Background: an optimization exercise with open tools, aiming at small area. Do not read the settings as production practice.
The RTL was checked by simulation tests, not by an equivalence proof against the original design.

==> branch yarrow: inputs <==
==> flow/design.v <==
module dp_ram_be #(
    parameter int                    DATA_WIDTH = 8,
    parameter int                    ADDR_WIDTH = 8,
    parameter int                    BYTE_WIDTH = 8,
    parameter logic [DATA_WIDTH-1:0] INIT_VALUE = '0
) (
    input  logic                                clk,
    input  logic                                rst,
    output logic                                init_busy,
    input  logic                                wr_en,
    input  logic [ADDR_WIDTH-1:0]               wr_addr,
    input  logic [DATA_WIDTH/BYTE_WIDTH-1:0]    wr_be,
    input  logic [DATA_WIDTH-1:0]               w_data,
    input  logic                                rd_en,
    input  logic [ADDR_WIDTH-1:0]               rd_addr,
    output logic [DATA_WIDTH-1:0]               r_data,
    output logic                                r_valid
);
    localparam int                    NB        = DATA_WIDTH / BYTE_WIDTH;
    localparam int                    DEPTH     = 2 ** ADDR_WIDTH;
    localparam logic [ADDR_WIDTH-1:0] LAST_ADDR = '1;
    typedef enum logic {
        S_INIT,
        S_READY
    } state_t;
    state_t                  state;
    state_t                  state_nxt;
    logic [ADDR_WIDTH-1:0]   clr_cnt;
    logic                    ready;
    logic [DATA_WIDTH-1:0]   mem [DEPTH];
    logic [DATA_WIDTH-1:0]   rd_word;
    logic [DATA_WIDTH-1:0]   rd_data_p1;
    logic                    vld_p1;
    always_ff @(posedge clk or posedge rst) begin
        if (rst) begin
            state <= S_INIT;
        end else begin
            state <= state_nxt;
        end
    end
    always_comb begin
        state_nxt = state;
        case (state)
            S_INIT:  if (clr_cnt == LAST_ADDR) state_nxt = S_READY;
            S_READY: state_nxt = S_READY;
            default: state_nxt = S_INIT;
        endcase
    end
    always_comb begin
        init_busy = (state == S_INIT);
        ready     = (state == S_READY);
    end
    always_ff @(posedge clk or posedge rst) begin
        if (rst) begin
            clr_cnt <= '0;
        end else if (state == S_INIT) begin
            clr_cnt <= clr_cnt + 1'b1;
        end
    end
    always_ff @(posedge clk) begin
        if (state == S_INIT) begin
            mem[clr_cnt] <= INIT_VALUE;
        end else if (wr_en) begin
            for (int i = 0; i < NB; i++) begin
                if (wr_be[i]) begin
                    mem[wr_addr][i*BYTE_WIDTH +: BYTE_WIDTH] <= w_data[i*BYTE_WIDTH +: BYTE_WIDTH];
                end
            end
        end
    end
    always_comb begin
        rd_word = mem[rd_addr];
    end
    always_ff @(posedge clk or posedge rst) begin
        if (rst) begin
            vld_p1     <= 1'b0;
            rd_data_p1 <= '0;
        end else begin
            vld_p1 <= rd_en && ready;
            if (rd_en && ready) begin
                rd_data_p1 <= rd_word;
            end
        end
    end
    assign r_data  = rd_data_p1;
    assign r_valid = vld_p1;
endmodule
module dp_ram_be_top (
    input  logic        clk,
    input  logic        rst,
    output logic        init_busy,
    input  logic        wr_en,
    input  logic [5:0]  wr_addr,
    input  logic [3:0]  wr_be,
    input  logic [31:0] w_data,
    input  logic        rd_en,
    input  logic [5:0]  rd_addr,
    output logic [31:0] r_data,
    output logic        r_valid
);
    dp_ram_be #(
        .DATA_WIDTH(32),
        .ADDR_WIDTH(6),
        .BYTE_WIDTH(8),
        .INIT_VALUE(32'hA5C3_5A3C)
    ) u_ram (
        .clk      (clk),
        .rst      (rst),
        .init_busy(init_busy),
        .wr_en    (wr_en),
        .wr_addr  (wr_addr),
        .wr_be    (wr_be),
        .w_data   (w_data),
        .rd_en    (rd_en),
        .rd_addr  (rd_addr),
        .r_data   (r_data),
        .r_valid  (r_valid)
    );
endmodule
==> flow/run.sh <==
#!/bin/bash
# synth_recipe.tcl (not shown) runs the flow's synth.tcl, then flattens the netlist and writes it again
# the make line also repeats each setting of config.mk as NAME=value (left out here)
make -C /OpenROAD-flow-scripts/flow DESIGN_CONFIG=/design/flow/config.mk WORK_HOME=/design/flow/orfs CLKGATE_MAP_FILE= SYNTH_SCRIPT=/design/flow/synth_recipe.tcl finish
==> flow/config.mk <==
export PLATFORM = sky130hd
export DESIGN_NAME = dp_ram_be_top
export DESIGN_NICKNAME = dp_ram_be_top
export VERILOG_FILES = /design/flow/design.v
export SDC_FILE = /design/flow/constraint.sdc
export NUM_CORES = 4
export LEC_CHECK = 0
export CAP_MARGIN = 20
export CORE_MARGIN = 2
export CORE_UTILIZATION = 40
export SLEW_MARGIN = 20
==> flow/constraint.sdc <==
create_clock -name core_clock -period 4.0 [get_ports {clk}]
set_input_delay 0.8000 -clock core_clock [delete_from_list [all_inputs] [get_ports {clk}]]
set_output_delay 0.8000 -clock core_clock [all_outputs]
set_load 0.01 [all_outputs]
==> branch raven: changes against branch yarrow <==
==> flow/design.v, changed modules only <==
module dp_ram_be #(
    parameter int                    DATA_WIDTH = 8,
    parameter int                    ADDR_WIDTH = 8,
    parameter int                    BYTE_WIDTH = 8,
    parameter logic [DATA_WIDTH-1:0] INIT_VALUE = '0
) (
    input  logic                                clk,
    input  logic                                rst,
    output logic                                init_busy,
    input  logic                                wr_en,
    input  logic [ADDR_WIDTH-1:0]               wr_addr,
    input  logic [DATA_WIDTH/BYTE_WIDTH-1:0]    wr_be,
    input  logic [DATA_WIDTH-1:0]               w_data,
    input  logic                                rd_en,
    input  logic [ADDR_WIDTH-1:0]               rd_addr,
    output logic [DATA_WIDTH-1:0]               r_data,
    output logic                                r_valid
);
    localparam int NB    = DATA_WIDTH / BYTE_WIDTH;
    localparam int DEPTH = 2 ** ADDR_WIDTH;
    logic                    state;       
    logic [ADDR_WIDTH-1:0]   clr_cnt;
    logic [DATA_WIDTH-1:0]   mem [DEPTH];
    logic [DATA_WIDTH-1:0]   mem_nxt [DEPTH];
    logic [DATA_WIDTH-1:0]   rd_data_p1;
    logic                    vld_p1;
    always_ff @(posedge clk or posedge rst) begin
        if (rst) begin
            state   <= 1'b0;
            clr_cnt <= '0;
        end else if (!state) begin
            clr_cnt <= clr_cnt + 1'b1;
            if (&clr_cnt) state <= 1'b1;
        end
    end
    assign init_busy = ~state;
    logic [ADDR_WIDTH-1:0]   wa;
    logic [NB-1:0]           wl;
    logic [DATA_WIDTH-1:0]   wd;
    logic [DEPTH-1:0]        wsel;
    assign wa = state ? wr_addr : clr_cnt;
    assign wl = state ? (wr_be & {NB{wr_en}}) : {NB{1'b1}};
    assign wd = state ? w_data : INIT_VALUE;
    dp_ram_be_dec #(.AW(ADDR_WIDTH)) u_wdec (
        .a   (wa),
        .en  (1'b1),
        .sel (wsel)
    );
    logic [DATA_WIDTH-1:0]   wdl;
    for (genvar l = 0; l < NB; l++) begin : g_wdl
        assign wdl[l*BYTE_WIDTH +: BYTE_WIDTH] = wd[l*BYTE_WIDTH +: BYTE_WIDTH] & {BYTE_WIDTH{wl[l]}};
    end
    for (genvar w = 0; w < DEPTH; w++) begin : g_word
        for (genvar l = 0; l < NB; l++) begin : g_lane
            logic keep;
            assign keep = ~(wsel[w] & wl[l]);
            dp_ram_be_wcell #(.W(BYTE_WIDTH)) u_cell (
                .q    (mem[w][l*BYTE_WIDTH +: BYTE_WIDTH]),
                .d    (wdl[l*BYTE_WIDTH +: BYTE_WIDTH]),
                .sel  (wsel[w]),
                .keep (keep),
                .nx   (mem_nxt[w][l*BYTE_WIDTH +: BYTE_WIDTH])
            );
        end
        always_ff @(posedge clk) begin
            mem[w] <= mem_nxt[w];
        end
    end
    logic                    rd_go;
    logic [DEPTH-1:0]        rsel;
    logic [DATA_WIDTH-1:0]   rd_nxt;
    assign rd_go = rd_en & state;
    dp_ram_be_dec #(.AW(ADDR_WIDTH)) u_rdec (
        .a   (rd_addr),
        .en  (rd_go),
        .sel (rsel)
    );
    for (genvar b = 0; b < DATA_WIDTH; b++) begin : g_rbit
        logic [DEPTH-1:0] col;
        for (genvar w = 0; w < DEPTH; w++) begin : g_col
            assign col[w] = mem[w][b];
        end
        dp_ram_be_rbit #(.N(DEPTH)) u_rbit (
            .d    (col),
            .s    (rsel),
            .q    (rd_data_p1[b]),
            .hold (~rd_go),
            .y    (rd_nxt[b])
        );
    end
    always_ff @(posedge clk or posedge rst) begin
        if (rst) begin
            vld_p1     <= 1'b0;
            rd_data_p1 <= '0;
        end else begin
            vld_p1     <= rd_go;
            rd_data_p1 <= rd_nxt;
        end
    end
    assign r_data  = rd_data_p1;
    assign r_valid = vld_p1;
endmodule
module dp_ram_be_dec #(
    parameter int AW = 6
) (
    input  logic [AW-1:0]    a,
    input  logic             en,
    output logic [2**AW-1:0] sel
);
    localparam int LW = AW / 2;
    localparam int HW = AW - LW;
    logic [2**LW-1:0] lo;
    logic [2**HW-1:0] hi;
    for (genvar i = 0; i < 2**LW; i++) begin : g_lo
        assign lo[i] = (a[LW-1:0] == LW'(i));
    end
    for (genvar i = 0; i < 2**HW; i++) begin : g_hi
        assign hi[i] = en && (a[AW-1:LW] == HW'(i));
    end
    for (genvar i = 0; i < 2**AW; i++) begin : g_sel
        assign sel[i] = hi[i >> LW] & lo[i % (2**LW)];
    end
endmodule
module dp_ram_be_wcell #(
    parameter int W = 8
) (
    input  logic [W-1:0] q,
    input  logic [W-1:0] d,
    input  logic         sel,
    input  logic         keep,
    output logic [W-1:0] nx
);
    assign nx = (q & {W{keep}}) | (d & {W{sel}});
endmodule
module dp_ram_be_rbit #(
    parameter int N = 64
) (
    input  logic [N-1:0] d,
    input  logic [N-1:0] s,
    input  logic         q,
    input  logic         hold,
    output logic         y
);
    localparam int NT = N + 1;
    localparam int NF = NT / 3;
    localparam int NR = NT % 3;
    localparam int NG = NF + (NR != 0 ? 1 : 0);
    logic [NT-1:0] dd, ss;
    logic [NG-1:0] g_n;
    assign dd = {q, d};
    assign ss = {hold, s};
    for (genvar g = 0; g < NF; g++) begin : g_grp
        dp_ram_be_aoi #(.K(3)) u_aoi (
            .d   (dd[3*g +: 3]),
            .s   (ss[3*g +: 3]),
            .y_n (g_n[g])
        );
    end
    if (NR != 0) begin : g_rem
        dp_ram_be_aoi #(.K(NR)) u_aoi (
            .d   (dd[3*NF +: NR]),
            .s   (ss[3*NF +: NR]),
            .y_n (g_n[NF])
        );
    end
    assign y = ~&g_n;
endmodule
module dp_ram_be_aoi #(
    parameter int K = 3
) (
    input  logic [K-1:0] d,
    input  logic [K-1:0] s,
    output logic         y_n
);
    assign y_n = ~|(d & s);
endmodule
==> flow/config.mk (replaced) <==
export PLATFORM = sky130hd
export DESIGN_NAME = dp_ram_be_top
export DESIGN_NICKNAME = dp_ram_be_top
export VERILOG_FILES = /design/flow/design.v
export SDC_FILE = /design/flow/constraint.sdc
export NUM_CORES = 4
export LEC_CHECK = 0
export CAP_MARGIN = 0
export CORE_MARGIN = 2
export CORE_UTILIZATION = 55
export CTS_BUF_LIST = sky130_fd_sc_hd__clkbuf_16
export CTS_CLUSTER_DIAMETER = 80
export CTS_CLUSTER_SIZE = 30
export SLEW_MARGIN = 0
export SYNTH_HIERARCHICAL = 1
==> run notes <==
- Branch raven finished with timing, DRC and antenna clean. Branch yarrow ran to the end with no violations.
- Between branch raven and branch yarrow, the lower sequential share of layout area is in branch raven (gap 16 points).
- Against branch raven, the core utilization of branch yarrow is lower by 13 points.
- Of branch raven and branch yarrow, branch yarrow has the higher die area (gap about 30%, measured against branch yarrow).
- Cell area: branch raven is smaller than branch yarrow (12%).
- Via count: branch yarrow is lower than branch raven (34%).

[what the ideal ports hide]
How much do the figures lean on ideal ports? The routed layouts below were timed once more, with nothing changed but the port constraints. Step 1 assumes that a clkbuf_16 drives the clock port and a buf_2 every other input. Step 2 also shifts input and output timing later by t, the mid clock arrival at the registers, as if the neighbouring blocks saw the same clock. a / b / c = ideal / step 1 / step 2; a / b = the first two.
run	shift t [ns]	setup WS [ns]	hold slack, ns	slew at the worst register clock pin (ns)
branch yarrow	0.911	0.534 / 0.534 / -0.059	0.338 / 0.268 / 0.555	0.07 / 0.07
branch raven	0.837	0.091 / 0.091 / -0.702	0.496 / 0.487 / 0.496	0.12 / 0.12
Met with ideal ports but missed after step 2: setup timing in branch yarrow and branch raven. For branch raven, which loses most, drivers alone change the setup slack by 0.000 ns; drivers and shift together by -0.793 ns.
